From an optimization exercise on the open Yosys and OpenROAD flow, aimed at small area, a short achievable clock period and few clock cycles per item; shortcuts taken in it are not production practice.
Where RTL was checked, it was by simulation tests only, not by an equivalence proof against the original.
Power is estimated from default activity; no workload was simulated.

==> flow/design.v (excerpt) <==
module joystick_mouse_button_qualifier_unit (
    input  logic                                i_clk,
    input  logic                                i_rst_n,
    input  logic                                s_axis_tvalid,
    output logic                                s_axis_tready,
    input  logic [jmbq_pkg::IN_TDATA_W-1:0]     s_axis_tdata,
    output logic                                m_axis_tvalid,
    input  logic                                m_axis_tready,
    output logic [jmbq_pkg::OUT_TDATA_W-1:0]    m_axis_tdata,
    input  logic                                i_cfg_we,
    input  logic [jmbq_pkg::CFG_IDX_W-1:0]      i_cfg_idx,
    input  logic [jmbq_pkg::CFG_DATA_W-1:0]     i_cfg_wdata
);
Size: about 4,100 cells after synthesis, about 860 flip-flops, about 120 I/O pins.
==> flow/config.mk <==
export PLATFORM = sky130hd
export DESIGN_NAME = joystick_mouse_button_qualifier_unit
export DESIGN_NICKNAME = joystick_mouse_button_qualifier_unit
export VERILOG_FILES = /design/flow/design.v
export SDC_FILE = /design/flow/constraint.sdc
export NUM_CORES = 4
export LEC_CHECK = 0
export CAP_MARGIN = 20
export CORE_MARGIN = 2
export CORE_UTILIZATION = 40
export CTS_CLUSTER_DIAMETER = 132
export CTS_CLUSTER_SIZE = 24
export PLACE_DENSITY = 0.75
export SLEW_MARGIN = 20
==> flow/constraint.sdc <==
create_clock -name core_clock -period 10.0 [get_ports {i_clk}]
set_input_delay 2.0000 -clock core_clock [delete_from_list [all_inputs] [get_ports {i_clk}]]
set_output_delay 2.0000 -clock core_clock [all_outputs]
set_load 0.01 [all_outputs]
standard.sh (not shown) runs the stock make flow with config.mk's settings and CLKGATE_MAP_FILE= SYNTH_SCRIPT=/design/flow/synth_recipe.tcl, a recipe that flattens the netlist after the stock synthesis.
==> flow/flow/run.sh <==
#!/bin/bash
# Standard synthesis and layout (the standard.sh, unchanged scripts); the
# differences from the standard flow's own layout are a larger setup slack margin for
# ORFS's repair_timing steps, so that repair keeps improving paths past the
# point where they meet the (unchanged) 10 ns constraint, and a plain buffer
# (sky130_fd_sc_hd__buf_2) as the cell that buffers every port.
set -euo pipefail
cd "$(dirname "$0")/.."
MARGIN=$(cat flow/margin.txt)
bash standard.sh synth > synth_make.log 2>&1
bash standard.sh SETUP_SLACK_MARGIN=$MARGIN "BUFFER_PORTS_ARGS=-buffer_cell sky130_fd_sc_hd__buf_2" finish > layout_make.log 2>&1
==> flow/flow/margin.txt <==
6.55
The first run completed with no timing, DRC or antenna violations.
Testbench counts at the start, summed over its fixed seeds: cycles 3,288, polls 3,200.
Rerun with:
==> flow/flow/run.sh (replaced) <==
#!/bin/bash
# Standard synthesis and layout (the standard.sh, unchanged scripts); the
# only difference from the standard flow's own layout is a larger setup slack margin for
# ORFS's repair_timing steps, so that repair keeps improving paths past the
# point where they meet the (unchanged) 10 ns constraint.
set -euo pipefail
cd "$(dirname "$0")/.."
MARGIN=$(cat flow/margin.txt)
bash standard.sh synth > synth_make.log 2>&1
bash standard.sh SETUP_SLACK_MARGIN=$MARGIN finish > layout_make.log 2>&1
==> flow/flow/margin.txt (replaced) <==
6.8
Settings changed: PLACE_DENSITY 0.75 to not set.
What happened: Combinational power goes up by about a fifth; flip-flop and latch count is unchanged; core utilization goes up by 2.5 points; final area goes up by a few percent; first-iteration DRC count goes down by about a fifth; via count goes up slightly; global-route usage goes up by 0.76 points; worst setup slack gains 76 ps; maximum frequency goes up by a few percent.
Rerun with:
==> flow/flow/margin.txt (replaced) <==
6.3
Setup slack gets worse by 190 ps.
Routed wire length fell by 5.1%.
Synthesized area stays the same.
Final cell count came out lower by 3.6%.
Via count goes down by about 4.3%.
Die area is unchanged.
Clock skew came out higher by 21 ps.
Power drops by about 10%.
Cell area falls by 5.5%.
Non-clock buffer count went down by 215.
Rerun with:
==> flow/flow/run.sh (replaced) <==
#!/bin/bash
# Standard synthesis and layout (the standard.sh, unchanged scripts); the
# differences from the standard flow's own layout are a larger setup slack margin for
# ORFS's repair_timing steps, so that repair keeps improving paths past the
# point where they meet the (unchanged) 10 ns constraint, and a plain buffer
# (sky130_fd_sc_hd__buf_2) as the cell that buffers every port.
set -euo pipefail
cd "$(dirname "$0")/.."
MARGIN=$(cat flow/margin.txt)
bash standard.sh synth > synth_make.log 2>&1
bash standard.sh SETUP_SLACK_MARGIN=$MARGIN "BUFFER_PORTS_ARGS=-buffer_cell sky130_fd_sc_hd__buf_2" finish > layout_make.log 2>&1
==> flow/flow/margin.txt (replaced) <==
6.55
Settings changed: CORE_UTILIZATION 40 to 55, PLACE_DENSITY set to 0.85.
Outcome: Routed wire length rises by 2.2%; total power came out higher by 4.8%; critical path depth is lower by 3; non-clock buffer count grows by 87; cell area barely changes.

joystick_mouse_button_qualifier_unit, a different RTL version from the one above (not shown whole).
For scale: ~4,000 cells after synthesis, ~120 I/O pins, about 0.049 mm² of cells after synthesis.
Design joystick_mouse_button_qualifier_unit, start of the top module:
module joystick_mouse_button_qualifier_unit (
    input  logic                                i_clk,
    input  logic                                i_rst_n,
    input  logic                                s_axis_tvalid,
    output logic                                s_axis_tready,
    input  logic [jmbq_pkg::IN_TDATA_W-1:0]     s_axis_tdata,
    output logic                                m_axis_tvalid,
    input  logic                                m_axis_tready,
    output logic [jmbq_pkg::OUT_TDATA_W-1:0]    m_axis_tdata,
    input  logic                                i_cfg_we,
    input  logic [jmbq_pkg::CFG_IDX_W-1:0]      i_cfg_idx,
    input  logic [jmbq_pkg::CFG_DATA_W-1:0]     i_cfg_wdata
);
make LEC_CHECK=0 CAP_MARGIN=20 CORE_MARGIN=2 CORE_UTILIZATION=40 SLEW_MARGIN=20 finish   # period 10.0 ns
run.sh (not shown) runs the stock make flow with config.mk's settings and CLKGATE_MAP_FILE= SYNTH_SCRIPT=/design/flow/synth_recipe.tcl, a recipe that flattens the netlist after the stock synthesis.
Stock flow here: none of the scripts above is used.
Rerun with:
==> flow/flow/run.sh (new file) <==
#!/bin/bash
# Standard synthesis and layout (the standard.sh, unchanged scripts); the
# only difference from the standard flow's own layout is a larger setup slack margin for
# ORFS's repair_timing steps, so that repair keeps improving paths past the
# point where they meet the (unchanged) 10 ns constraint.
set -euo pipefail
cd "$(dirname "$0")/.."
MARGIN=$(cat flow/margin.txt)
bash standard.sh synth > synth_make.log 2>&1
bash standard.sh SETUP_SLACK_MARGIN=$MARGIN finish > layout_make.log 2>&1
==> flow/flow/margin.txt (new file) <==
6.7
==> flow/standard.sh (new file) <==
#!/bin/bash
# synth_recipe.tcl (not shown) runs the flow's synth.tcl, then flattens the netlist and writes it again
# the make line also repeats each setting of config.mk as NAME=value (left out here)
make -C /OpenROAD-flow-scripts/flow DESIGN_CONFIG=/design/flow/config.mk WORK_HOME=/design/flow/orfs CLKGATE_MAP_FILE= SYNTH_SCRIPT=/design/flow/synth_recipe.tcl "${@:-finish}"
removed: flow/run.sh
What happened:
- The changed run went through all stages and came out clean
- non-clock buffer count increases by 176
- sequential share of layout area goes down by 2.2 points
- area after synthesis stays the same
Rerun with:
==> flow/run.sh (new file) <==
#!/bin/bash
# synth_recipe.tcl (not shown) runs the flow's synth.tcl, then flattens the netlist and writes it again
# the make line also repeats each setting of config.mk as NAME=value (left out here)
make -C /OpenROAD-flow-scripts/flow DESIGN_CONFIG=/design/flow/config.mk WORK_HOME=/design/flow/orfs CLKGATE_MAP_FILE= SYNTH_SCRIPT=/design/flow/synth_recipe.tcl finish
SETUP_SLACK_MARGIN = 5   (was not set)
removed: flow/flow/run.sh
removed: flow/flow/margin.txt
removed: flow/standard.sh
The changed run finished with timing, DRC and antenna clean; sequential share of layout area is higher by 2.0 points; area after synthesis does not change; core utilization is lower by 2.4 points; cell area is lower by 4.9%; non-clock buffer count is lower by 174; combinational power is lower by about 18%; power is lower by 5.7%.
No functional check of the RTL was part of any run of this note.

v57:
joystick_mouse_button_qualifier_unit with an RTL version that a note above also has.
Size: about 4100 cells after synthesis, about 860 flip-flops, ~120 I/O pins, about 50000 um^2 of cells after synthesis.
==> flow/config.mk <==
export PLATFORM = sky130hd
export DESIGN_NAME = joystick_mouse_button_qualifier_unit
export DESIGN_NICKNAME = joystick_mouse_button_qualifier_unit
export VERILOG_FILES = /design/flow/design.v
export SDC_FILE = /design/flow/constraint.sdc
export NUM_CORES = 4
export LEC_CHECK = 0
export CAP_MARGIN = 20
export CORE_MARGIN = 2
export CORE_UTILIZATION = 40
export CTS_CLUSTER_DIAMETER = 132
export CTS_CLUSTER_SIZE = 24
export SLEW_MARGIN = 20
==> flow/constraint.sdc <==
create_clock -name core_clock -period 10.0 [get_ports {i_clk}]
set_input_delay 2.0000 -clock core_clock [delete_from_list [all_inputs] [get_ports {i_clk}]]
set_output_delay 2.0000 -clock core_clock [all_outputs]
set_load 0.01 [all_outputs]
standard.sh (not shown) runs the stock make flow with config.mk's settings and CLKGATE_MAP_FILE= SYNTH_SCRIPT=/design/flow/synth_recipe.tcl, a recipe that flattens the netlist after the stock synthesis.
==> flow/flow/run.sh <==
#!/bin/bash
# Standard synthesis and layout (the standard.sh, unchanged scripts); the
# differences from the standard flow's own layout are a larger setup slack margin for
# ORFS's repair_timing steps, so that repair keeps improving paths past the
# point where they meet the (unchanged) 10 ns constraint, and a plain buffer
# (sky130_fd_sc_hd__buf_2) as the cell that buffers every port.
set -euo pipefail
cd "$(dirname "$0")/.."
MARGIN=$(cat flow/margin.txt)
bash standard.sh synth > synth_make.log 2>&1
bash standard.sh SETUP_SLACK_MARGIN=$MARGIN "BUFFER_PORTS_ARGS=-buffer_cell sky130_fd_sc_hd__buf_2" finish > layout_make.log 2>&1
==> flow/flow/margin.txt <==
6.55
Per the final summary, v57 finished and its layout is clean on timing, DRC and antenna.
Testbench counts of v57, summed over its fixed seeds: cycles 3,288, polls 3,200.
Relative to v57, the following input files were edited for v18:
==> flow/flow/margin.txt <==
6.65
Notes after the runs:
Route | v18 vs v57 | wire shorter in v18. HPWL reported at the end of detailed placement is lower on v57. v57 and v18 ended up with roughly the same clock power. Re layout-stage area growth over the synthesis result: v18 is 0.28 points down on v57. Diff v57 -> v18: required time of the critical path shrank by 2.39 ns; final-layout clock-cell area share held steady. Critical path depth (lower): v18.
Modified inputs, v43 compared to v18
==> flow/flow/margin.txt <==
6.45
==> run summary <==
Diff v18 -> v43 | utilization | decrease of 0.67 points
v43 ended with more critical path depth than v18.
Delta (v43 minus v18): wire length on met3 has increased, global-route wire length before repair picked up an extra 0.41%.
What v35 does differently from v43 at the input level:
==> flow/flow/run.sh <==
#!/bin/bash
# Standard synthesis and layout (the standard.sh, unchanged scripts); the
# only difference from the standard flow's own layout is a larger setup slack margin for
# ORFS's repair_timing steps, so that repair keeps improving paths past the
# point where they meet the (unchanged) 10 ns constraint.
set -euo pipefail
cd "$(dirname "$0")/.."
MARGIN=$(cat flow/margin.txt)
bash standard.sh synth > synth_make.log 2>&1
bash standard.sh SETUP_SLACK_MARGIN=$MARGIN finish > layout_make.log 2>&1
==> flow/flow/margin.txt <==
6.55
--- a/flow/config.mk
+++ b/flow/config.mk
@@ -12 +12 @@
-export CTS_CLUSTER_SIZE = 24
+export CTS_CLUSTER_SIZE = 26
### Flow results
- In the tables for v43 and v35, number of standard cells in the final layout excluding fillers reads higher with v35.
- Worst hold margin: v35 lower than v43
- For number of vias per cell, v43 and v35 come out practically identical.
- Of the two values seen for capturing instance or port of the critical path, r_mx[12] was produced by v35 and r_my[12] by v43.

[separate check: timing with driven ports]
The results above use ideal ports. As a check the final layouts listed here were re-extracted and re-timed, cells and wires unchanged. Step 1 sets driving cells, clkbuf_16 on the clock port and buf_2 on the other inputs (assumed; they add their load-dependent delay and slew). Step 2, shift: input delay + t, output delay - t, t = (earliest + latest rising clock arrival at the registers) / 2. This alone moves slack from input paths to output paths. Three values: no drivers, after step 1, after step 2; two values: the first two.
| run | t, ns | setup WS [ns] | hold WS [ns] | pins driven straight from the clock port |
|---|---|---|---|---|
| the first run of note 1 | 0.689 | 6.489 / 6.489 / 6.105 | 0.404 / 0.404 / 0.404 | 1 |
| the second run of note 1 | 0.716 | 6.566 / 6.566 / 6.232 | 0.377 / 0.377 / 0.377 | 1 |
| the third run of note 1 | 0.716 | 6.373 / 6.358 / 5.706 | 0.394 / 0.394 / 0.394 | 1 |
| the fourth run of note 1 | 0.679 | 6.413 / 6.338 / 6.011 | 0.340 / 0.340 / 0.340 | 1 |
| the first run of note 2 | 0.728 | 4.736 / 4.736 / 4.736 | 0.409 / 0.409 / 0.409 | 1 |
| the second run of note 2 | 0.741 | 5.398 / 5.398 / 5.398 | 0.411 / 0.411 / 0.411 | 1 |
| the third run of note 2 | 0.739 | 5.220 / 5.220 / 5.220 | 0.412 / 0.412 / 0.412 | 1 |
| v57 | 0.720 | 6.552 / 6.552 / 6.104 | 0.366 / 0.366 / 0.366 | 1 |
| v18 | 0.697 | 6.514 / 6.441 / 6.121 | 0.410 / 0.410 / 0.410 | 1 |
| v43 | 0.714 | 6.475 / 6.475 / 6.063 | 0.397 / 0.397 / 0.397 | 1 |
| v35 | 0.712 | 6.538 / 6.538 / 6.000 | 0.390 / 0.390 / 0.390 | 1 |
After both steps every run listed still meets setup and hold. For the third run of note 1, which loses most, drivers alone change the setup slack by -0.015 ns; drivers and shift together by -0.667 ns.
